This design comes from an exercise in tuning for small area, a short achievable clock period and few clock cycles per item on the open sky130 flow, not from production work. In this exercise RTL edits were held to simulation tests only and were not proved equivalent to the original. Power and IR drop assume default switching activity.

// sht_top
module sht_top (
    input  logic        clk,
    input  logic        rst_n,
    input  logic        req_valid,
    output logic        req_ready,
    input  logic [2:0]  req_opcode,
    input  logic        req_delete_after,
    input  logic [31:0] req_lookup_value,
    input  logic [47:0] req_address,
    input  logic [31:0] req_new_segment_id,
    input  logic [31:0] req_new_size,
    input  logic [7:0]  req_entry_select,
    output logic        rsp_valid,
    input  logic        rsp_ready,
    output logic [1:0]  rsp_status,
    output logic [3:0]  rsp_hit_index,
    output logic        rsp_hit_in_use,
    output logic [31:0] rsp_hit_key,
    output logic [31:0] rsp_hit_segment_id,
    output logic [47:0] rsp_hit_address,
    output logic [31:0] rsp_hit_size,
    output logic [4:0]  rsp_used_count
);
    segment_handle_table_core #(
        .N (DEF_ENTRIES)
    ) u_core (
        .clk                (clk),
        .rst_n              (rst_n),
        .req_valid          (req_valid),
  ...
Size in the first run: about 8200 cells after synthesis, about 130000 sq um of cells after synthesis.
Settings: LEC_CHECK=0, CAP_MARGIN=20, CORE_MARGIN=2, CORE_UTILIZATION=50, CTS_CLUSTER_DIAMETER=100, CTS_CLUSTER_SIZE=20, SETUP_SLACK_MARGIN=4.7, SLEW_MARGIN=20; clock period 8.0 ns.
run.sh (not shown) runs the stock make flow with config.mk's settings and CLKGATE_MAP_FILE= SYNTH_SCRIPT=/design/flow/synth_recipe.tcl, a recipe that flattens the netlist after the stock synthesis.
Testbench counts at the start, summed over its fixed seeds: cycles 3,224, items 3,200.
Next try:
--- a/flow/design.v
+++ b/flow/design.v
@@ -73,25 +73,24 @@
     input  logic [31:0]       req_lookup_value,
     input  logic [ADDR_W-1:0] req_address,
     input  logic [31:0]       req_new_segment_id,
     input  logic [31:0]       req_new_size,
     input  logic [SEL_W-1:0]  req_entry_select,
     output logic              rsp_valid,
     input  logic              rsp_ready,
     output logic [RSP_W-1:0]  rsp_data
 );
-    logic             ready_q;        
-    logic             full_q;         
+    logic             out_v;          
     logic             r2_v, r3_v;
     logic             adv;            
     logic             go;             
-    assign adv       = !full_q;
-    assign req_ready = ready_q;
+    assign adv       = !out_v || rsp_ready;
+    assign req_ready = adv;
     assign go        = r2_v && adv;
     logic              r2_lookup;     
     logic              r2_create;
     logic              r2_tk_k;       
     logic              r2_tk_s;       
     logic              r2_tk_a;       
     logic              r2_upd;        
     logic              r2_ur;         
     logic              r2_rng16;      
@@ -232,106 +231,94 @@
         cand_idx  = '0;
         for (int i = 0; i < N; i++)
         begin
             if (cand[i])
                 cand_idx = cand_idx | 4'(i);
         end
         okidx = r2_lookup ? ((found || newslot) && !conflict) : r2_ur;
         kshow = r2_lookup ? (!conflict && (found ? hit_used : newslot)) : (r2_ur && cand_used);
         dshow = r2_lookup ? (!conflict && (found || newslot) && !cand_zd) : (r2_upd || (r2_ur && !cand_zd));
-        w_key    = ff & {N{adv}};
+        w_key    = ff & {N{go}};
         w_alloc  = ff & {N{go && ok_new && !r2_del}};
         w_clear  = ((take & {N{ok_hit}}) | (ff & {N{ok_new}})) & {N{go && r2_del}};
         w_upd    = r2_sel & {N{go && r2_upd}};
         cnt_next = cnt_q;
         if (ok_new && !r2_del)
             cnt_next = cnt_q + 5'd1;
         else if (ok_hit && r2_del && hit_used)
             cnt_next = cnt_q - 5'd1;
         if (r2_lookup)
             status = conflict ? ST_CONFLICT : ((found || newslot) ? ST_OK : ST_MISS);
         else
             status = r2_st_base;
     end
-    logic [N-1:0] r3_sel;
-    logic         r3_kshow, r3_dshow;
+    logic [N-1:0] r3_ksel, r3_dsel;   
+    logic         r3_kshow;
     logic [3:0]   r3_index;
     logic [1:0]   r3_status;
     logic         r3_rng16;
     logic [4:0]   r3_cnt;
     always_ff @(posedge clk)
     begin
         if (adv)
         begin
-            r3_sel    <= cand;
+            r3_ksel   <= cand & {N{kshow}};
+            r3_dsel   <= cand & {N{dshow}};
             r3_kshow  <= kshow;
-            r3_dshow  <= dshow;
             r3_index  <= cand_idx & {4{okidx}};
             r3_status <= status;
             r3_rng16  <= r2_rng16;
             r3_cnt    <= cnt_next;
         end
     end
-    logic [N-1:0]      ksel, dsel;
     logic [31:0]       o_key, o_id, o_size;
     logic [ADDR_W-1:0] o_addr;
     always_comb
     begin
-        ksel   = r3_sel & {N{r3_kshow}};
-        dsel   = r3_sel & {N{r3_dshow}};
         o_key  = '0;
         o_id   = '0;
         o_addr = '0;
         o_size = '0;
         for (int i = 0; i < N; i++)
         begin
-            o_key   = o_key  | (e_key[i]  & {32{ksel[i]}});
-            o_id    = o_id   | (e_id[i]   & {32{dsel[i]}});
-            o_addr  = o_addr | (e_addr[i] & {ADDR_W{dsel[i]}});
-            o_size  = o_size | (e_size[i] & {32{dsel[i]}});
+            o_key   = o_key  | (e_key[i]  & {32{r3_ksel[i]}});
+            o_id    = o_id   | (e_id[i]   & {32{r3_dsel[i]}});
+            o_addr  = o_addr | (e_addr[i] & {ADDR_W{r3_dsel[i]}});
+            o_size  = o_size | (e_size[i] & {32{r3_dsel[i]}});
         end
         if (r3_rng16)
             o_size = 32'(N);
     end
-    logic [RSP_W-1:0] res, out_q, skid_q;
-    logic             out_v, push, pop;
-    assign res  = {r3_status, r3_index, r3_kshow, o_key, o_id, o_addr, o_size, r3_cnt};
-    assign push = r3_v && adv;
-    assign pop  = out_v && rsp_ready;
+    logic [RSP_W-1:0] res, out_q;
+    assign res = {r3_status, r3_index, r3_kshow, o_key, o_id, o_addr, o_size, r3_cnt};
     always_ff @(posedge clk)
     begin
-        if (full_q ? pop : (push && (!out_v || rsp_ready)))
-            out_q <= full_q ? skid_q : res;
-        if (!full_q && push && out_v && !rsp_ready)
-            skid_q <= res;
+        if (adv && r3_v)
+            out_q <= res;
     end
     assign rsp_valid = out_v;
     assign rsp_data  = out_q;
     always_ff @(posedge clk or negedge rst_n)
     begin
         if (!rst_n)
         begin
-            ready_q    <= 1'b0;
-            full_q     <= 1'b0;
             out_v      <= 1'b0;
             r2_v       <= 1'b0;
             r3_v       <= 1'b0;
             cnt_q      <= 5'd0;
         end
         else
         begin
-            full_q  <= full_q ? !pop : (push && out_v && !rsp_ready);
-            ready_q <= full_q ? pop : !(push && out_v && !rsp_ready);
-            out_v   <= full_q || push || (out_v && !rsp_ready);
             if (adv)
             begin
-                r2_v <= req_valid && ready_q;
-                r3_v <= r2_v;
+                out_v <= r3_v;
+                r3_v  <= r2_v;
+                r2_v  <= req_valid;
             end
             if (go)
                 cnt_q <= cnt_next;
         end
     end
 endmodule
 import sht_pkg::*;
 module sht_top (
     input  logic        clk,
Outcome:
- The changed run passed the timing, design-rule and antenna checks
- worst setup slack gets worse by 0.13 ns
- clock-buffer cell count does not change
- wire length goes down by 2.6%
- clock power fell by 4.3%
- synthesized area shrinks by about 5%
- final area went down by 4.0%
- combinational power is lower by about 50%
- non-clock buffer count goes down by 4
- via count fell by 1.7%
- clock skew drops by 0.020 ns
- global-route usage rises by 1.4 points
Testbench counts after the change, summed over its fixed seeds: cycles 3,224, items 3,200.

-- separate check: timing with driven ports --
No port has a modelled driver above. Below, the same layouts with a new extraction and two added sets of constraints.
Step 1, drivers: a clkbuf_16 drives clk and a buf_2 each remaining input, both assumed.
Step 2 times the ports against the registers' clock, not the clock port: input delays grow and output delays shrink by t, the midpoint of the rising clock arrivals with the driver on.
a / b / c = ideal / step 1 / step 2; a / b = the first two.
run	shift t [ns]	setup WS [ns]	worst setup path at the end	worst register clock-pin slew, ns	cell pins on the clock port's net
the first run	0.993	4.407 / 4.407 / 3.535	input to register	0.11 / 0.11	1
the second run	0.994	4.278 / 4.237 / 3.540	input to register	0.11 / 0.11	1
After both steps setup and hold are still met in every run listed. For the first run, which loses most, drivers alone change the setup slack by 0.000 ns; drivers and shift together by -0.872 ns.
